Context: an optimization exercise on an open-source flow, tuned for a short achievable clock period and few clock cycles per item. The choices shown serve that exercise and are no tape-out recipe. In this exercise RTL edits were held to simulation tests only and were not proved equivalent to the original. No driver is modelled on the clock port, so clocking that relies on it looks cheaper here than on a real chip. No activity file was given, so power comes from the tool's default toggle rates.

**flow/flow/move_out_flops.tcl**
```tcl
# PRE_DETAIL_PLACE hook: put each flip-flop that drives an output port's
# buffer on top of that buffer, so that detailed placement legalizes it
# right beside the buffer, at the die's edge. The flip-flop then drives a
# short wire and the buffer drives the way to the pin.
set block [ord::get_db_block]
set moved 0
foreach bt [$block getBTerms] {
  if {[$bt getIoType] != "OUTPUT"} { continue }
  set net [$bt getNet]
  if {$net == "NULL"} { continue }
  foreach it [$net getITerms] {
    set buf [$it getInst]
    foreach bit [$buf getITerms] {
      if {![$bit isInputSignal]} { continue }
      set dnet [$bit getNet]
      if {$dnet == "NULL"} { continue }
      foreach d [$dnet getITerms] {
        if {![$d isOutputSignal]} { continue }
        set f [$d getInst]
        if {![regexp {__(e?df|sdf)} [[$f getMaster] getName]]} { continue }
        if {[llength [$dnet getITerms]] > 2} { continue }
        set l [$buf getLocation]
        $f setLocation [lindex $l 0] [lindex $l 1]
        $f setPlacementStatus PLACED
        incr moved
      }
    }
  }
}
puts "move_out_flops: moved $moved flip-flops next to their output buffers"
```
**flow/constraint.sdc**
```tcl
create_clock -name core_clock -period 9.0 [get_ports {clk}]
set_input_delay 1.8000 -clock core_clock [delete_from_list [all_inputs] [get_ports {clk}]]
set_output_delay 1.8000 -clock core_clock [all_outputs]
set_load 0.01 [all_outputs]
```
**flow/standard.sh**
```bash
#!/bin/bash
# synth_recipe.tcl (not shown) runs the flow's synth.tcl, then flattens the netlist and writes it again
# the make line also repeats each setting of config.mk as NAME=value (left out here)
make -C /OpenROAD-flow-scripts/flow DESIGN_CONFIG=/design/flow/config.mk WORK_HOME=/design/flow/orfs CLKGATE_MAP_FILE= SYNTH_SCRIPT=/design/flow/synth_recipe.tcl "${@:-finish}"
```
**flow/flow/run.sh**
```bash
#!/bin/bash
set -euo pipefail
MARGIN=${MARGIN:-6.5}
HOOK="$PWD/flow/move_out_flops.tcl"
CTS="-sink_clustering_enable -repair_clock_nets -apply_ndr full"
sed -e "s|\"\${@:-finish}\"|SETUP_SLACK_MARGIN=${MARGIN} PRE_DETAIL_PLACE_TCL=${HOOK} 'CTS_ARGS=${CTS}' \"\${@:-finish}\"|" standard.sh > own_standard.sh
grep -q "CTS_ARGS=" own_standard.sh
bash own_standard.sh > make_finish.log 2>&1
```
**flow/design.v**
```verilog
package irc_pkg;
    localparam int BEAM_COUNT  = 4096;
    localparam int CNT_W       = $clog2(BEAM_COUNT) + 1;    
    localparam int IDX_W       = $clog2(BEAM_COUNT);
    localparam int INT_W       = 16;
    localparam int RNG_W       = 16;
    localparam int WS_W        = 28;
    localparam int IWS_W       = 40;
    localparam int RWS_W       = 44;
    localparam int CFG_W       = 23;
    localparam int CFG_IDX_W   = 3;
    localparam int FRAC_W      = 8;
    localparam int Q_W         = 20;
    localparam int STEP_W      = 18;
    localparam int WIDTH_W     = IDX_W + STEP_W;            
    localparam int RES_W       = Q_W + 3*IDX_W + INT_W + RNG_W;   
    localparam logic [CFG_IDX_W-1:0] REG_THRESHOLD  = 3'd0;
    localparam logic [CFG_IDX_W-1:0] REG_MIN_POINTS = 3'd1;
    localparam logic [CFG_IDX_W-1:0] REG_MAX_SPAN   = 3'd2;
    localparam logic [CFG_IDX_W-1:0] REG_MIN_WIDTH  = 3'd3;
    localparam logic [CFG_IDX_W-1:0] REG_MAX_WIDTH  = 3'd4;
    localparam logic [CFG_IDX_W-1:0] REG_ANGLE_STEP = 3'd5;
    localparam logic [CFG_IDX_W-1:0] REG_RANGE_LO   = 3'd6;
    localparam logic [CFG_IDX_W-1:0] REG_RANGE_HI   = 3'd7;
endpackage
import irc_pkg::*;
module irc_csa #(
    parameter int N  = 3,
    parameter int W  = 8,
    parameter int NO = (N / 3) * 2 + (N % 3)
)
(
    input  logic [N-1:0][W-1:0]  d,
    output logic [NO-1:0][W-1:0] q
);
    genvar g;
    generate
        for (g = 0; g < N / 3; g++) begin : g_fa
            logic [W-1:0] a, b, c, cy;
            assign a  = d[3*g];
            assign b  = d[3*g+1];
            assign c  = d[3*g+2];
            assign cy = (a & b) | (a & c) | (b & c);
            assign q[2*g]   = a ^ b ^ c;
            assign q[2*g+1] = {cy[W-2:0], 1'b0};
        end
        for (g = 0; g < N % 3; g++) begin : g_pass
            assign q[2*(N/3)+g] = d[3*(N/3)+g];
        end
    endgenerate
endmodule
module irc_srt_step #(
    parameter int N = 31
)
(
    input  logic [N-1:0]    s,
    input  logic [N-1:0]    c,
    input  logic            b,
    input  logic [WS_W-1:0] wn,
    output logic [N-1:0]    s_o,
    output logic [N-1:0]    c_o,
    output logic            qp,
    output logic            qn
);
    logic [N-1:0] s2, c2, a, maj;
    logic [3:0]   y;
    assign s2  = {s[N-2:0], b};
    assign c2  = {c[N-2:0], 1'b0};
    assign y   = s2[N-1:N-4] + c2[N-1:N-4];
    assign qp  = !y[3];
    assign qn  = y[3] && (y != 4'b1111);
    assign a   = qp ? ~{{(N-WS_W){1'b0}}, wn} : (qn ? {{(N-WS_W){1'b0}}, wn} : '0);
    assign maj = (s2 & c2) | (s2 & a) | (c2 & a);
    assign s_o = s2 ^ c2 ^ a;
    assign c_o = {maj[N-2:0], qp};
endmodule
module irc_otf #(
    parameter int W = 20
)
(
    input  logic [W-1:0] q,
    input  logic [W-1:0] qm,
    input  logic         qp,
    input  logic         qn,
    output logic [W-1:0] q_o,
    output logic [W-1:0] qm_o
);
    always_comb
    begin
        if (qp)      begin q_o = {q[W-2:0], 1'b1};  qm_o = {q[W-2:0], 1'b0};  end
        else if (qn) begin q_o = {qm[W-2:0], 1'b1}; qm_o = {qm[W-2:0], 1'b0}; end
        else         begin q_o = {q[W-2:0], 1'b0};  qm_o = {qm[W-2:0], 1'b1}; end
    end
endmodule
module irc_divs #(
    parameter int NU = 5
)
(
    input  logic              clk,
    input  logic              rst_n,
    input  logic              ld,           
    input  logic              ld_ok,        
    input  logic [WS_W-1:0]   ld_w,
    input  logic [4:0]        ld_sh,        
    input  logic [IWS_W-1:0]  ld_iws,
    input  logic [RWS_W-1:0]  ld_rws,
    input  logic [IDX_W-1:0]  ld_start,
    input  logic [IDX_W-1:0]  ld_end,
    input  logic [INT_W-1:0]  ld_peak,
    output logic              freed,        
    input  logic              result_stall,
    output logic              result_valid,
    output logic [RES_W-1:0]  result
);
    localparam int UC_W  = $clog2(Q_W + 2);
    localparam int STEPS = Q_W + 1;           
    localparam int RSTOP = STEPS - RNG_W;     
    localparam int SN    = WS_W + 3;          
    localparam int DI_W  = IWS_W + FRAC_W;    
    localparam int LOG_W = 5;
    logic [NU-1:0]    alloc_reg;
    logic [NU-1:0]    take_reg;
    logic [NU-1:0]    take_nxt;
    logic             out_v_reg;       
    logic             out_v_port_reg;  
    logic [RES_W-1:0] out_reg;
    logic             taken;
    logic [NU-1:0]              u_ready;
    logic [NU-1:0][RES_W-1:0]   u_res;
    logic [RES_W-1:0]           cur_res;
    logic [RES_W-1:0]           nxt_res;
    logic [WS_W-1:0]  n_w;
    logic [DI_W-1:0]  n_xi;
    logic [RWS_W-1:0] n_xr;
    assign n_w  = ld_w << ld_sh;
    assign n_xi = {ld_iws, {FRAC_W{1'b0}}} << ld_sh;
    assign n_xr = ld_rws << ld_sh;
    assign taken    = out_v_reg && !result_stall;
    assign take_nxt = {take_reg[NU-2:0], take_reg[NU-1]};
    genvar g;
    generate
        for (g = 0; g < NU; g++) begin : g_u
            logic             busy_reg;
            logic [UC_W-1:0]  cnt_reg;
            logic [WS_W-1:0]  w_reg;
            logic [SN-1:0]    si_reg, ci_reg, sr_reg, cr_reg;
            logic [Q_W-1:0]   fi_reg, qi_reg, qmi_reg;
            logic [RNG_W-1:0] fr_reg, qr_reg, qmr_reg;
            logic             negi_reg, negr_reg;
            logic [IDX_W-1:0] start_reg;
            logic [IDX_W-1:0] end_reg;
            logic [INT_W-1:0] peak_reg;
            logic [SN-1:0]    si_n, ci_n, sr_n, cr_n;
            logic             qpi, qni, qpr, qnr;
            logic [Q_W-1:0]   qi_n, qmi_n;
            logic [RNG_W-1:0] qr_n, qmr_n;
            logic [SN-1:0]    ri_sum, rr_sum;
            logic             mine;
            logic [Q_W-1:0]   q8;
            logic [RNG_W-1:0] crng;
            logic [Q_W-FRAC_W:0] up_q, up_qm;
            logic [IDX_W-1:0] pk;
            assign mine = ld && alloc_reg[g];
            irc_srt_step #(.N(SN)) u_si (.s(si_reg), .c(ci_reg), .b(fi_reg[Q_W-1]),
                                         .wn(w_reg), .s_o(si_n), .c_o(ci_n), .qp(qpi), .qn(qni));
            irc_srt_step #(.N(SN)) u_sr (.s(sr_reg), .c(cr_reg), .b(fr_reg[RNG_W-1]),
                                         .wn(w_reg), .s_o(sr_n), .c_o(cr_n), .qp(qpr), .qn(qnr));
            irc_otf #(.W(Q_W))   u_oi (.q(qi_reg), .qm(qmi_reg), .qp(qpi), .qn(qni), .q_o(qi_n), .qm_o(qmi_n));
            irc_otf #(.W(RNG_W)) u_or (.q(qr_reg), .qm(qmr_reg), .qp(qpr), .qn(qnr), .q_o(qr_n), .qm_o(qmr_n));
            assign ri_sum = si_reg + ci_reg;
            assign rr_sum = sr_reg + cr_reg;
            always_ff @(posedge clk or negedge rst_n)
            begin
                if (!rst_n)
                    busy_reg <= 1'b0;
                else if (mine)
                    busy_reg <= ld_ok;
                else if (taken && take_reg[g])
                    busy_reg <= 1'b0;
            end
            always_ff @(posedge clk)
            begin
                if (mine)
                begin
                    si_reg <= SN'(n_xi[DI_W-1:Q_W]);
                    ci_reg <= '0;
                    fi_reg <= n_xi[Q_W-1:0];
                    sr_reg <= SN'(n_xr[RWS_W-1:RNG_W]);
                    cr_reg <= '0;
                    fr_reg <= n_xr[RNG_W-1:0];
                end
                else
                begin
                    si_reg <= si_n;
                    ci_reg <= ci_n;
                    fi_reg <= {fi_reg[Q_W-2:0], 1'b0};
                    sr_reg <= sr_n;
                    cr_reg <= cr_n;
                    fr_reg <= {fr_reg[RNG_W-2:0], 1'b0};
                end
            end
            always_ff @(posedge clk)
            begin
                if (mine)
                begin
                    cnt_reg   <= UC_W'(STEPS);
                    w_reg     <= n_w;
                    qi_reg    <= '0;
                    qmi_reg   <= '1;
                    qr_reg    <= '0;
                    qmr_reg   <= '1;
                    start_reg <= ld_start;
                    end_reg   <= ld_end;
                    peak_reg  <= ld_peak;
                end
                else if (cnt_reg != '0)
                begin
                    cnt_reg <= cnt_reg - 1'b1;
                    if (cnt_reg > UC_W'(1))
                    begin
                        qi_reg  <= qi_n;
                        qmi_reg <= qmi_n;
                    end
                    else
                        negi_reg <= ri_sum[SN-1];
                    if (cnt_reg > UC_W'(RSTOP))
                    begin
                        qr_reg  <= qr_n;
                        qmr_reg <= qmr_n;
                    end
                    else if (cnt_reg == UC_W'(RSTOP))
                        negr_reg <= rr_sum[SN-1];
                end
            end
            assign up_q  = qi_reg[Q_W-1:FRAC_W-1] + 1'b1;
            assign up_qm = qmi_reg[Q_W-1:FRAC_W-1] + 1'b1;
            assign q8    = negi_reg ? qmi_reg : qi_reg;
            assign pk    = negi_reg ? up_qm[IDX_W:1] : up_q[IDX_W:1];
            assign crng  = negr_reg ? qmr_reg : qr_reg;
            assign u_ready[g] = busy_reg && (cnt_reg == '0);
            assign u_res[g]   = {q8, pk, start_reg, end_reg, peak_reg, crng};
        end
    endgenerate
    always_comb
    begin
        cur_res = '0;
        nxt_res = '0;
        for (int k = 0; k < NU; k++)
        begin
            cur_res = cur_res | (take_reg[k] ? u_res[k] : '0);
            nxt_res = nxt_res | (take_nxt[k] ? u_res[k] : '0);
        end
    end
    logic out_v_next;
    assign out_v_next = taken ? |(u_ready & take_nxt) : |(u_ready & take_reg);
    always_ff @(posedge clk or negedge rst_n)
    begin
        if (!rst_n)
        begin
            alloc_reg <= NU'(1);
            take_reg  <= NU'(1);
            freed     <= 1'b0;
            out_v_reg <= 1'b0;
        end
        else
        begin
            if (ld && ld_ok)
                alloc_reg <= {alloc_reg[NU-2:0], alloc_reg[NU-1]};
            if (taken)
                take_reg <= take_nxt;
            freed     <= taken;
            out_v_reg <= out_v_next;
        end
    end
    always_ff @(posedge clk)
    begin
        if (!rst_n)
            out_v_port_reg <= 1'b0;
        else
            out_v_port_reg <= out_v_next;
        out_reg <= taken ? nxt_res : cur_res;
    end
    assign result_valid = out_v_port_reg;
    assign result       = out_reg;
endmodule
import irc_pkg::*;
module irc_ctrl #(
    parameter int CAP  = 5,
    parameter int KEEP = 2
)
(
    input  logic clk,
    input  logic rst_n,
    input  logic beam_valid,
    output logic beam_stall,
    output logic beam_take,
    input  logic close_ev,
    input  logic rej_ev,
    input  logic free_ev
);
    localparam int CR_W = $clog2(CAP + 3) + 1;
    logic [CR_W-1:0] cr_reg;
    logic [CR_W-1:0] cr_up;
    logic [CR_W-1:0] cr_next;
    logic            stall_next;
    logic            stall_reg;       
    logic            stall_out_reg;   
    assign beam_stall = stall_out_reg;
    assign beam_take  = beam_valid && !stall_reg;
    assign cr_up      = cr_reg + CR_W'(rej_ev) + CR_W'(free_ev);
    assign cr_next    = close_ev ? cr_up - 1'b1 : cr_up;
    assign stall_next = close_ev ? (cr_up <= CR_W'(KEEP)) : (cr_up < CR_W'(KEEP));
    always_ff @(posedge clk or negedge rst_n)
    begin
        if (!rst_n)
        begin
            cr_reg    <= CR_W'(CAP);
            stall_reg <= 1'b0;
        end
        else
        begin
            cr_reg    <= cr_next;
            stall_reg <= stall_next;
        end
    end
    always_ff @(posedge clk)
    begin
        if (!rst_n)
            stall_out_reg <= 1'b0;
        else
            stall_out_reg <= stall_next;
    end
endmodule
import irc_pkg::*;
module irc_dp
(
    input  logic                 clk,
    input  logic                 rst_n,
    input  logic                 cfg_we,
    input  logic [CFG_IDX_W-1:0] cfg_index,
    input  logic [CFG_W-1:0]     cfg_data,
    input  logic                 beam_take,
    input  logic [INT_W-1:0]     beam_intensity,
    input  logic [RNG_W-1:0]     beam_range_mm,
    input  logic                 beam_range_finite,
    input  logic                 beam_last,
    output logic                 close_ev,
    output logic                 rej_ev,
    output logic                 ld,
    output logic                 ld_ok,
    output logic [WS_W-1:0]      ld_w,
    output logic [4:0]           ld_sh,
    output logic [IWS_W-1:0]     ld_iws,
    output logic [RWS_W-1:0]     ld_rws,
    output logic [IDX_W-1:0]     ld_start,
    output logic [IDX_W-1:0]     ld_end,
    output logic [INT_W-1:0]     ld_peak
);
    logic [INT_W-1:0]         thr_reg;
    logic [CNT_W-1:0]         minp_reg;
    logic [RNG_W-1:0]         span_max_reg;
    logic [CFG_W-1:0]         wmin_reg;
    logic [CFG_W-1:0]         wmax_reg;
    logic signed [STEP_W-1:0] step_reg;
    logic [STEP_W-1:0]        mag_reg;
    logic [RNG_W-1:0]         floor_reg;
    logic [RNG_W-1:0]         ceil_reg;
    always_ff @(posedge clk)
    begin
        mag_reg   <= step_reg[STEP_W-1] ? STEP_W'(-step_reg) : STEP_W'(step_reg);
    end
    always_ff @(posedge clk or negedge rst_n)
    begin
        if (!rst_n)
        begin
            thr_reg      <= INT_W'(45);
            minp_reg     <= CNT_W'(5);
            span_max_reg <= RNG_W'(30);
            wmin_reg     <= CFG_W'(10000);
            wmax_reg     <= CFG_W'(120000);
            step_reg     <= STEP_W'(8727);
            floor_reg    <= RNG_W'(150);
            ceil_reg     <= RNG_W'(12000);
        end
        else if (cfg_we)
        begin
            unique case (cfg_index)
                REG_THRESHOLD:  thr_reg      <= cfg_data[INT_W-1:0];
                REG_MIN_POINTS: minp_reg     <= cfg_data[CNT_W-1:0];
                REG_MAX_SPAN:   span_max_reg <= cfg_data[RNG_W-1:0];
                REG_MIN_WIDTH:  wmin_reg     <= cfg_data;
                REG_MAX_WIDTH:  wmax_reg     <= cfg_data;
                REG_ANGLE_STEP: step_reg     <= signed'(cfg_data[STEP_W-1:0]);
                REG_RANGE_LO:   floor_reg    <= cfg_data[RNG_W-1:0];
                REG_RANGE_HI:   ceil_reg     <= cfg_data[RNG_W-1:0];
                default:        ;
            endcase
        end
    end
    logic             s1_v;
    logic [INT_W-1:0] s1_i;
    logic [RNG_W-1:0] s1_r;
    logic             s1_bright;
    logic             s1_rng_ok;
    logic             s1_last;
    always_ff @(posedge clk or negedge rst_n)
    begin
        if (!rst_n)
            s1_v <= 1'b0;
        else
            s1_v <= beam_take;
    end
    always_ff @(posedge clk)
    begin
        s1_i    <= beam_intensity;
        s1_r    <= beam_range_mm;
        s1_bright <= beam_intensity >= thr_reg;
        s1_rng_ok <= beam_range_finite && (beam_range_mm >= floor_reg)
                     && (beam_range_mm <= ceil_reg);
        s1_last <= beam_last;
    end
    logic [CNT_W-1:0] cnt_reg;
    logic             open_reg;
    logic [IDX_W-1:0] idx;
    logic             in_window, bright, rng_ok, join_b, close_b, new_b;
    assign idx       = cnt_reg[IDX_W-1:0];
    assign in_window = !cnt_reg[IDX_W];
    assign bright    = s1_bright;
    assign rng_ok    = s1_rng_ok;
    assign join_b    = s1_v && in_window && bright;
    assign close_b   = s1_v && ((in_window && !bright && open_reg)
                                || (s1_last && (open_reg || join_b)));
    assign new_b     = join_b && !open_reg;
    logic             s2_join, s2_new, s2_close, s2_add;
    logic [INT_W-1:0] s2_i;
    logic [RNG_W-1:0] s2_r;
    logic [IDX_W-1:0] s2_idx;
    always_ff @(posedge clk or negedge rst_n)
    begin
        if (!rst_n)
        begin
            cnt_reg  <= '0;
            open_reg <= 1'b0;
            s2_join  <= 1'b0;
            s2_new   <= 1'b0;
            s2_close <= 1'b0;
            s2_add   <= 1'b0;
        end
        else
        begin
            if (s1_v)
            begin
                if (s1_last)
                    cnt_reg <= '0;
                else if (in_window)
                    cnt_reg <= cnt_reg + 1'b1;
                open_reg <= close_b ? 1'b0 : (join_b ? 1'b1 : open_reg);
            end
            s2_join  <= join_b;
            s2_new   <= new_b;
            s2_close <= close_b;
            s2_add   <= join_b && rng_ok;
        end
    end
    assign close_ev = close_b;
    always_ff @(posedge clk)
    begin
        s2_i   <= s1_i;
        s2_r   <= s1_r;
        s2_idx <= idx;
    end
    logic [15:0][31:0] pr_rows;
    logic [10:0][31:0] pr_l1;
    logic [7:0][31:0]  pr_l2;
    logic [5:0][31:0]  pr_l3;
    logic [11:0][27:0] pi_rows;
    logic [7:0][27:0]  pi_l1;
    logic [5:0][27:0]  pi_l2;
    logic [3:0][27:0]  pi_l3;
    genvar g;
    generate
        for (g = 0; g < 16; g++) begin : g_pr
            assign pr_rows[g] = s1_i[g] ? (32'(s1_r) << g) : 32'd0;
        end
        for (g = 0; g < 12; g++) begin : g_pi
            assign pi_rows[g] = idx[g] ? (28'(s1_i) << g) : 28'd0;
        end
    endgenerate
    irc_csa #(.N(16), .W(32)) u_pr1 (.d(pr_rows), .q(pr_l1));
    irc_csa #(.N(11), .W(32)) u_pr2 (.d(pr_l1),   .q(pr_l2));
    irc_csa #(.N(8),  .W(32)) u_pr3 (.d(pr_l2),   .q(pr_l3));
    irc_csa #(.N(12), .W(28)) u_pi1 (.d(pi_rows), .q(pi_l1));
    irc_csa #(.N(8),  .W(28)) u_pi2 (.d(pi_l1),   .q(pi_l2));
    irc_csa #(.N(6),  .W(28)) u_pi3 (.d(pi_l2),   .q(pi_l3));
    logic [5:0][31:0] s2_pr;
    logic [3:0][27:0] s2_pi;
    always_ff @(posedge clk)
    begin
        s2_pr <= pr_l3;
        s2_pi <= pi_l3;
    end
    logic [5:0][31:0] pr_g;
    logic [3:0][31:0] pr_l4;
    logic [2:0][31:0] pr_l5;
    logic [1:0][31:0] pr_l6;
    logic [3:0][27:0] pi_g;
    logic [2:0][27:0] pi_l4;
    logic [1:0][27:0] pi_l5;
    assign pr_g = s2_add ? s2_pr : '0;
    assign pi_g = s2_add ? s2_pi : '0;
    irc_csa #(.N(6), .W(32)) u_pr4 (.d(pr_g),  .q(pr_l4));
    irc_csa #(.N(4), .W(32)) u_pr5 (.d(pr_l4), .q(pr_l5));
    irc_csa #(.N(3), .W(32)) u_pr6 (.d(pr_l5), .q(pr_l6));
    irc_csa #(.N(4), .W(28)) u_pi4 (.d(pi_g),  .q(pi_l4));
    irc_csa #(.N(3), .W(28)) u_pi5 (.d(pi_l4), .q(pi_l5));
    logic             s3_join, s3_new, s3_close, s3_add;
    logic [INT_W-1:0] s3_i;
    logic [INT_W-1:0] s3_iw;
    logic [RNG_W-1:0] s3_r;
    logic [IDX_W-1:0] s3_idx;
    logic [1:0][31:0] s3_pr;
    logic [1:0][27:0] s3_pi;
    always_ff @(posedge clk or negedge rst_n)
    begin
        if (!rst_n)
        begin
            s3_join  <= 1'b0;
            s3_new   <= 1'b0;
            s3_close <= 1'b0;
            s3_add   <= 1'b0;
        end
        else
        begin
            s3_join  <= s2_join;
            s3_new   <= s2_new;
            s3_close <= s2_close;
            s3_add   <= s2_add;
        end
    end
    always_ff @(posedge clk)
    begin
        s3_i   <= s2_i;
        s3_iw  <= s2_add ? s2_i : '0;
        s3_r   <= s2_r;
        s3_idx <= s2_idx;
        s3_pr  <= pr_l6;
        s3_pi  <= pi_l5;
    end
    logic [CNT_W-1:0]   size_reg;
    logic [IDX_W-1:0]   start_reg;
    logic [IDX_W-1:0]   end_reg;       
    logic [RNG_W-1:0]   near_reg;
    logic [RNG_W-1:0]   far_reg;
    logic [INT_W-1:0]   peak_reg;
    logic [1:0][WS_W-1:0]    ws_reg;
    logic [1:0][IWS_W-1:0]   iws_reg;
    logic [1:0][RWS_W-1:0]   rws_reg;
    logic [1:0][WIDTH_W-1:0] wd_reg;
    logic               s4_close;      
    logic [1:0][WS_W-1:0]    ws_n;
    logic [2:0][IWS_W-1:0]   iws_a;
    logic [1:0][IWS_W-1:0]   iws_n;
    logic [2:0][RWS_W-1:0]   rws_a;
    logic [1:0][RWS_W-1:0]   rws_n;
    logic [1:0][WIDTH_W-1:0] wd_n;
    logic [3:0][IWS_W-1:0]   iws_in;
    logic [3:0][RWS_W-1:0]   rws_in;
    logic [WIDTH_W-1:0]      wd_add;
    assign wd_add = (s3_join && !s3_new) ? WIDTH_W'(mag_reg) : '0;
    assign iws_in = {IWS_W'(s3_pi[1]), IWS_W'(s3_pi[0]), iws_reg[1], iws_reg[0]};
    assign rws_in = {RWS_W'(s3_pr[1]), RWS_W'(s3_pr[0]), rws_reg[1], rws_reg[0]};
    irc_csa #(.N(3), .W(WS_W))    u_ws  (.d({WS_W'(s3_iw), ws_reg[1], ws_reg[0]}), .q(ws_n));
    irc_csa #(.N(3), .W(WIDTH_W)) u_wd  (.d({wd_add, wd_reg[1], wd_reg[0]}), .q(wd_n));
    irc_csa #(.N(4), .W(IWS_W))   u_iw1 (.d(iws_in), .q(iws_a));
    irc_csa #(.N(3), .W(IWS_W))   u_iw2 (.d(iws_a),  .q(iws_n));
    irc_csa #(.N(4), .W(RWS_W))   u_rw1 (.d(rws_in), .q(rws_a));
    irc_csa #(.N(3), .W(RWS_W))   u_rw2 (.d(rws_a),  .q(rws_n));
    always_ff @(posedge clk or negedge rst_n)
    begin
        if (!rst_n)
            s4_close <= 1'b0;
        else
            s4_close <= s3_close && s3_join;
    end
    always_ff @(posedge clk)
    begin
        if (s3_new)
        begin
            size_reg  <= CNT_W'(1);
            start_reg <= s3_idx;
            end_reg   <= s3_idx;
            ws_reg    <= {WS_W'(0), WS_W'(s3_iw)};
            iws_reg   <= {IWS_W'(s3_pi[1]), IWS_W'(s3_pi[0])};
            rws_reg   <= {RWS_W'(s3_pr[1]), RWS_W'(s3_pr[0])};
            wd_reg    <= '0;
            near_reg  <= s3_add ? s3_r : '1;
            far_reg   <= s3_add ? s3_r : '0;
            peak_reg  <= s3_add ? s3_i : '0;
        end
        else
        begin
            if (s3_join)
            begin
                size_reg <= size_reg + 1'b1;
                end_reg  <= s3_idx;
            end
            ws_reg  <= ws_n;
            iws_reg <= iws_n;
            rws_reg <= rws_n;
            wd_reg  <= wd_n;
            if (s3_add && (s3_r < near_reg))
                near_reg <= s3_r;
            if (s3_add && (s3_r > far_reg))
                far_reg <= s3_r;
            if (s3_add && (s3_i > peak_reg))
                peak_reg <= s3_i;
        end
    end
    localparam int WS_A  = 14;                  
    localparam int IWS_A = 14, IWS_B = 27;      
    localparam int RWS_A = 15, RWS_B = 30;      
    logic                          s5_v;
    logic [WS_A:0]                 s5_ws_lo;
    logic [1:0][WS_W-WS_A-1:0]     s5_ws_hi;
    logic [IWS_A:0]                s5_iws_lo;
    logic [1:0][IWS_W-IWS_A-1:0]   s5_iws_hi;
    logic [RWS_A:0]                s5_rws_lo;
    logic [1:0][RWS_W-RWS_A-1:0]   s5_rws_hi;
    logic                          s5_nz;
    logic                          s5_wge;      
    logic                          s5_wle;      
    logic [RNG_W-1:0]              s5_diff;
    logic                          s5_ge;
    logic                          s5_size_ok;
    logic [IDX_W-1:0]              s5_start;
    logic [IDX_W-1:0]              s5_end;
    logic [INT_W-1:0]              s5_peak;
    logic [2:0][31:0] wge_in, wle_in;
    logic [1:0][31:0] wge_cs, wle_cs;
    logic [31:0]      wge_sum, wle_sum;
    assign wge_in = {{2'b00, wd_reg[1]}, {2'b00, wd_reg[0]}, ~{9'd0, wmin_reg}};
    assign wle_in = {~{2'b00, wd_reg[1]}, ~{2'b00, wd_reg[0]}, {9'd0, wmax_reg}};
    irc_csa #(.N(3), .W(32)) u_wge (.d(wge_in), .q(wge_cs));
    irc_csa #(.N(3), .W(32)) u_wle (.d(wle_in), .q(wle_cs));
    assign wge_sum = wge_cs[0] + wge_cs[1] + 32'd1;
    assign wle_sum = wle_cs[0] + {wle_cs[1][31:1], 1'b1} + 32'd1;
    always_ff @(posedge clk or negedge rst_n)
    begin
        if (!rst_n)
            s5_v <= 1'b0;
        else
            s5_v <= s4_close || (s3_close && !s3_join);
    end
    always_ff @(posedge clk)
    begin
        s5_ws_lo   <= (WS_A+1)'(ws_reg[0][WS_A-1:0])    + (WS_A+1)'(ws_reg[1][WS_A-1:0]);
        s5_ws_hi   <= {ws_reg[1][WS_W-1:WS_A],     ws_reg[0][WS_W-1:WS_A]};
        s5_wge     <= !wge_sum[31];
        s5_wle     <= !wle_sum[31];
        s5_iws_lo  <= (IWS_A+1)'(iws_reg[0][IWS_A-1:0]) + (IWS_A+1)'(iws_reg[1][IWS_A-1:0]);
        s5_iws_hi  <= {iws_reg[1][IWS_W-1:IWS_A],  iws_reg[0][IWS_W-1:IWS_A]};
        s5_rws_lo  <= (RWS_A+1)'(rws_reg[0][RWS_A-1:0]) + (RWS_A+1)'(rws_reg[1][RWS_A-1:0]);
        s5_rws_hi  <= {rws_reg[1][RWS_W-1:RWS_A],  rws_reg[0][RWS_W-1:RWS_A]};
        s5_nz      <= (ws_reg[0] != '0) || (ws_reg[1] != '0);
        s5_diff    <= far_reg - near_reg;
        s5_ge      <= far_reg >= near_reg;
        s5_size_ok <= size_reg >= minp_reg;
        s5_start   <= start_reg;
        s5_end     <= end_reg;
        s5_peak    <= peak_reg;
    end
    logic                          s6_v;
    logic [WS_W-1:0]               s6_ws;
    logic [IWS_B:0]                s6_iws_lo;
    logic [1:0][IWS_W-IWS_B-1:0]   s6_iws_hi;
    logic [RWS_B:0]                s6_rws_lo;
    logic [1:0][RWS_W-RWS_B-1:0]   s6_rws_hi;
    logic                          s6_ok;
    logic [IDX_W-1:0]              s6_start;
    logic [IDX_W-1:0]              s6_end;
    logic [INT_W-1:0]              s6_peak;
    always_ff @(posedge clk or negedge rst_n)
    begin
        if (!rst_n)
            s6_v <= 1'b0;
        else
            s6_v <= s5_v;
    end
    always_ff @(posedge clk)
    begin
        s6_ws     <= {s5_ws_hi[1] + s5_ws_hi[0] + (WS_W-WS_A)'(s5_ws_lo[WS_A]), s5_ws_lo[WS_A-1:0]};
        s6_iws_lo <= {(IWS_B-IWS_A+1)'(s5_iws_hi[1][IWS_B-IWS_A-1:0])
                      + (IWS_B-IWS_A+1)'(s5_iws_hi[0][IWS_B-IWS_A-1:0])
                      + (IWS_B-IWS_A+1)'(s5_iws_lo[IWS_A]), s5_iws_lo[IWS_A-1:0]};
        s6_iws_hi <= {s5_iws_hi[1][IWS_W-IWS_A-1:IWS_B-IWS_A], s5_iws_hi[0][IWS_W-IWS_A-1:IWS_B-IWS_A]};
        s6_rws_lo <= {(RWS_B-RWS_A+1)'(s5_rws_hi[1][RWS_B-RWS_A-1:0])
                      + (RWS_B-RWS_A+1)'(s5_rws_hi[0][RWS_B-RWS_A-1:0])
                      + (RWS_B-RWS_A+1)'(s5_rws_lo[RWS_A]), s5_rws_lo[RWS_A-1:0]};
        s6_rws_hi <= {s5_rws_hi[1][RWS_W-RWS_A-1:RWS_B-RWS_A], s5_rws_hi[0][RWS_W-RWS_A-1:RWS_B-RWS_A]};
        s6_ok     <= s5_size_ok && s5_nz && s5_wge && s5_wle
                     && (!s5_ge || (s5_diff <= span_max_reg));
        s6_start  <= s5_start;
        s6_end    <= s5_end;
        s6_peak   <= s5_peak;
    end
    logic                s7_v;
    logic [WS_W-1:0]     s7_ws;
    logic [IWS_W-1:0]    s7_iws;
    logic [RWS_W-1:0]    s7_rws;
    logic                s7_ok;
    logic [4:0]          s7_sh;
    logic [4:0]          lz;
    always_comb
    begin
        lz = 5'd28;
        for (int k = 0; k < WS_W; k++)
            if (s6_ws[k])
                lz = 5'(WS_W - 1 - k);
    end
    logic [IDX_W-1:0]    s7_start;
    logic [IDX_W-1:0]    s7_end;
    logic [INT_W-1:0]    s7_peak;
    always_ff @(posedge clk or negedge rst_n)
    begin
        if (!rst_n)
            s7_v <= 1'b0;
        else
            s7_v <= s6_v;
    end
    always_ff @(posedge clk)
    begin
        s7_ws    <= s6_ws;
        s7_iws   <= {s6_iws_hi[1] + s6_iws_hi[0] + (IWS_W-IWS_B)'(s6_iws_lo[IWS_B]), s6_iws_lo[IWS_B-1:0]};
        s7_rws   <= {s6_rws_hi[1] + s6_rws_hi[0] + (RWS_W-RWS_B)'(s6_rws_lo[RWS_B]), s6_rws_lo[RWS_B-1:0]};
        s7_ok    <= s6_ok;
        s7_sh    <= lz;
        s7_start <= s6_start;
        s7_end   <= s6_end;
        s7_peak  <= s6_peak;
    end
    logic rej_reg;
    always_ff @(posedge clk or negedge rst_n)
    begin
        if (!rst_n)
            rej_reg <= 1'b0;
        else
            rej_reg <= s7_v && !s7_ok;
    end
    assign rej_ev   = rej_reg;
    assign ld       = s7_v;
    assign ld_ok    = s7_ok;
    assign ld_w     = s7_ws;
    assign ld_sh    = s7_sh;
    assign ld_iws   = s7_iws;
    assign ld_rws   = s7_rws;
    assign ld_start = s7_start;
    assign ld_end   = s7_end;
    assign ld_peak  = s7_peak;
endmodule
import irc_pkg::*;
module intensity_reflector_cluster_detect
(
    input  logic                 clk,
    input  logic                 rst_n,
    input  logic                 cfg_we,
    input  logic [CFG_IDX_W-1:0] cfg_index,
    input  logic [CFG_W-1:0]     cfg_data,
    input  logic                 beam_valid,
    output logic                 beam_stall,
    input  logic [INT_W-1:0]     beam_intensity,
    input  logic [RNG_W-1:0]     beam_range_mm,
    input  logic                 beam_range_finite,
    input  logic                 beam_last,
    output logic                 result_valid,
    input  logic                 result_stall,
    output logic [Q_W-1:0]       result_center_index_q8,
    output logic [IDX_W-1:0]     result_peak_index,
    output logic [IDX_W-1:0]     result_start_index,
    output logic [IDX_W-1:0]     result_end_index,
    output logic [INT_W-1:0]     result_peak_intensity,
    output logic [RNG_W-1:0]     result_center_range_mm
);
    localparam int NU = 5;
    logic              beam_take;
    logic              close_ev;
    logic              rej_ev;
    logic              free_ev;
    logic              ld;
    logic              ld_ok;
    logic [WS_W-1:0]   ld_w;
    logic [4:0]        ld_sh;
    logic [IWS_W-1:0]  ld_iws;
    logic [RWS_W-1:0]  ld_rws;
    logic [IDX_W-1:0]  ld_start;
    logic [IDX_W-1:0]  ld_end;
    logic [INT_W-1:0]  ld_peak;
    logic [RES_W-1:0]  result;
    assign {result_center_index_q8, result_peak_index, result_start_index,
            result_end_index, result_peak_intensity, result_center_range_mm} = result;
    irc_ctrl #(.CAP(NU)) u_ctrl (
        .clk          (clk),
        .rst_n        (rst_n),
        .beam_valid   (beam_valid),
        .beam_stall   (beam_stall),
        .beam_take    (beam_take),
        .close_ev     (close_ev),
        .rej_ev       (rej_ev),
        .free_ev      (free_ev)
    );
    irc_dp u_dp (
        .clk               (clk),
        .rst_n             (rst_n),
        .cfg_we            (cfg_we),
        .cfg_index         (cfg_index),
        .cfg_data          (cfg_data),
        .beam_take         (beam_take),
        .beam_intensity    (beam_intensity),
        .beam_range_mm     (beam_range_mm),
        .beam_range_finite (beam_range_finite),
        .beam_last         (beam_last),
        .close_ev          (close_ev),
        .rej_ev            (rej_ev),
        .ld                (ld),
        .ld_ok             (ld_ok),
        .ld_w              (ld_w),
        .ld_sh             (ld_sh),
        .ld_iws            (ld_iws),
        .ld_rws            (ld_rws),
        .ld_start          (ld_start),
        .ld_end            (ld_end),
        .ld_peak           (ld_peak)
    );
    irc_divs #(.NU(NU)) u_divs (
        .clk          (clk),
        .rst_n        (rst_n),
        .ld           (ld),
        .ld_ok        (ld_ok),
        .ld_w         (ld_w),
        .ld_sh        (ld_sh),
        .ld_iws       (ld_iws),
        .ld_rws       (ld_rws),
        .ld_start     (ld_start),
        .ld_end       (ld_end),
        .ld_peak      (ld_peak),
        .freed        (free_ev),
        .result_stall (result_stall),
        .result_valid (result_valid),
        .result       (result)
    );
endmodule
```
**flow/config.mk**
```make
export PLATFORM = sky130hd
export DESIGN_NAME = intensity_reflector_cluster_detect
export DESIGN_NICKNAME = intensity_reflector_cluster_detect
export VERILOG_FILES = /design/flow/design.v
export SDC_FILE = /design/flow/constraint.sdc
export NUM_CORES = 4
export LEC_CHECK = 0
export ABC_CLOCK_PERIOD_IN_PS = 2500
export CAP_MARGIN = 20
export CORE_MARGIN = 2
export CORE_UTILIZATION = 55
export SETUP_SLACK_MARGIN = 5
export SLEW_MARGIN = 20
```
==> metrics.cfg <==
[run_status]
outcome=finished clean

[worst_setup_path]
crit_path_top_delay_cell=dfxtp_2
worstSetupEndpointType=primary output
cp.arrival_ns=1.36
r2r_start=u_dp.s2_add$_DFF_PN0_
cp_top_family=flip-flops
path_buf_inv=1
critical_path.max_stage_delay_ns=0.33
r2r_cells=8
criticalPathCategory=reg -> out
critPathMaxFanout=1
r2r_setup_slack_ns=6.17
path_cells=buf_6
cp.required_ns=7.20
timing.rr.end=u_dp.s3_pr[21]$_DFF_P_
start_kind=register

[final_layout]
final_common_cell=dfxtp_1
syn_to_final_growth_pct=21.7
layout_common_cells=dfxtp_1, nand2_1, inv_1
drive_above_1_share_pct=21.4
finalInstanceArea_mm2=0.181
layout.nets=16500

[grt]
antenna_found_initial=20
grt_overflow=0
grt_pass1_vias=109000
grt_pass1_wl_um=641000
grt_use_total_pct=30.2
grt_max_degree=102

[timing]
finalHoldViolCount=0
finClkSkew_ns=0.0433
setup_violations=0
slew_headroom_pct=26.2
fin_crit_sh_pct=35.1
holdWs_ns=0.305
fmax_ghz=0.316
fin_crit_ns=3.16
rsz0062_at_grt=true
worst_slew_pin_slew_ns=1.11
fin_tns_setup_ns=0
drv_slew=0

[power]
power.density_mw_per_mm2=210
leakage_nw=77.9
finalPower_mw=38.1
ir_drop_v=0.000161

[routing]
first_pass_iters=7
vias=106000
drt-vias-per-instance=5.70
dr.first_iter.drc_count=7752
post_drt_wl_per_cell_um=23.2
drc=0
drt_wl_total_um=432000
final_antenna_net_count=0

[job]
maxCapViolCount=0

[clock_network]
cts_tree=done
clkTransAtPathRegs_ns=0.06
cts_buffers=338
clkLatencyLatePin_ns=0.93
clockBufferDepth=4
ctsHtreeMaxLevel=5
cts_sinks=3183
root_buffer=clkbuf_16

[yosys]
yosys_warnings=5
synth_edf_count=422
netlist_instances=14300
ys_ff_latch=3183
seq_area_frac_synth_pct=46.3
syn_area_mm2=0.149
synth_flop_cell=dfxtp_1
avgSynthCellArea_um2=10.4
yosysUniqueCellTypes=99
synth_fp_nets=16000
async_flop_share_pct=6.00

[min_path]
worstHoldStart=u_dp.s5_start[3]$_DFF_P_
holdPathEnd=u_dp.s6_start[3]$_DFF_P_
timing.hold.worst_path_depth=0
hold_path_class=reg -> reg

[placement]
dp_hpwl_um=263000
gp_congestion=0.898
io_buffer_count=154
placed_area_mm2=0.154

[die]
io_pins=155
start_util_pct=55.2
coreArea_mm2=0.270
die_h_um=525
die_area_mm2=0.275
die_w_um=525
fp-row-count=191

-- power by group --
| part | switching (mW) | internal [mW] | leakage, nW |
|---|---|---|---|
| registers | 0.796 | 15.6 | 27.3 |
| clock network | 5.87 | 8.35 | 5.58 |
| logic | 4.43 | 3.06 | 45.0 |
-- layout make-up --
cell class	instances	area, um2
repair inverters	10	75.1
flip-flops and latches	3183	69300
diodes	6	15.0
repair buffers	786	11000
clock buffers	485	9840
well taps	3570	4470
fillers	20200	88700
multi-input cells	9203	80100
clock inverters	137	1570
inverters	1234	4880
-- per-layer routing --
metal	global-route usage (%)	part of all wire, %	vias to the layer above
li1	-	-	49000
met1	36.9	40	52900
met2	51.8	49	3162
met3	4.18	5.2	1021
met4	15.6	6.1	0
met5	0	0	-
-- per-stage QoR --
stage | utilization [%] | setup WS, ns | std cells
floorplan | - | 5.89 | 14300
global placement | 57.1 | 4.38 | 17400
detailed placement | 57.1 | 4.21 | 17400
CTS | 65.0 | 5.76 | 18400
global route | 67.1 | 5.79 | 18600
finish | 67.1 | 5.84 | 18600
-- cell usage after synthesis (all sizes together) (157+ instances only) --
cell / count / area (um2)
mux2i: 517 / 5230
dfxtp: 2570 / 51400
and2: 661 / 4140
a211oi: 226 / 1720
clkbuf: 535 / 2010
ha: 813 / 10200
inv: 1234 / 4630
a21oi: 743 / 3810
a22oi: 158 / 1190
nor2: 1209 / 4580
nor2b: 187 / 1170
mux2: 302 / 3410
nand3: 295 / 1480
edfxtp: 422 / 12700
o21ai: 557 / 2830
buf: 166 / 932
fa: 835 / 16700
nand2: 1402 / 5270
xnor2: 157 / 1470
-- timing repair --
| action | 4_1_cts | 5_1_grt |
|---|---|---|
| cloned | 94 | 38 |
| buffers inserted | 295 | 131 |
| hold buffers | 0 | 0 |
| setup endpoints to repair | 2122 | 1170 |
| pin swaps | 376 | 497 |
| gates resized for setup | 1643 | 956 |
-- cells by family (layout without fill, tap and decap cells) --
kind of cell    count (synthesis)  after routing  share of synthesized area [%]
simple gates                 4179           4192                           12.9
flops                        3183           3183                           46.3
compound gates               2230           2235                           9.29
buf+inv                      1935           2652                           5.08
fa+ha+maj                    1648           1648                           18.0
mux                           889            889                           6.90
xor+xnor                      239            239                           1.47
other cells                     0              6                              0
-- how the worst max path moves through the flow --
stage / from / endpoint / slack, ns / depth (start not counted)
floorplan: beam_range_mm[0] / u_dp.s1_rng_ok$_DFF_P_ / 5.89 / 10
finish: u_divs.out_reg[46]$_DFF_P_ / result_start_index[2] / 5.84 / 1
CTS: u_divs.out_reg[22]$_DFF_P_ / result_peak_intensity[6] / 5.76 / 1
detailed placement: result_stall / u_divs.out_reg[1]$_DFF_P_ / 4.21 / 7
global route: u_divs.out_reg[10]$_DFF_P_ / result_center_range_mm[10] / 5.79 / 1
global placement: result_stall / u_divs.out_reg[1]$_DFF_P_ / 4.38 / 7
Testbench counts, summed over its fixed seeds: cycles 9,904, beams 9,672.

what the ideal ports hide:
The results above use ideal ports. As a check the final layout listed here was re-extracted and re-timed, cells and wires unchanged. Step 1 (the two cells are an assumption about what drives the block):
set clk [get_ports {clk}]
set_driving_cell -lib_cell sky130_fd_sc_hd__clkbuf_16 $clk
set_driving_cell -lib_cell sky130_fd_sc_hd__buf_2 [delete_from_list [all_inputs] $clk]
Step 2 adds t to the input delays and takes it off the output delays; t is the mean of the earliest and latest rising clock arrival at the registers after step 1. Input paths then give back, and output paths get back, about the clock's delay inside the block. Three values: no drivers, after step 1, after step 2; two values: the first two.
t, ns: 0.996
setup slack, ns: 5.837 / 5.742 / 5.461
hold WS [ns]: 0.305 / 0.305 / 0.305
cell pins on the clock port's net: 1
After both steps setup and hold are still met in this run. For this run, drivers alone change the setup slack by -0.095 ns; drivers and shift together by -0.376 ns.
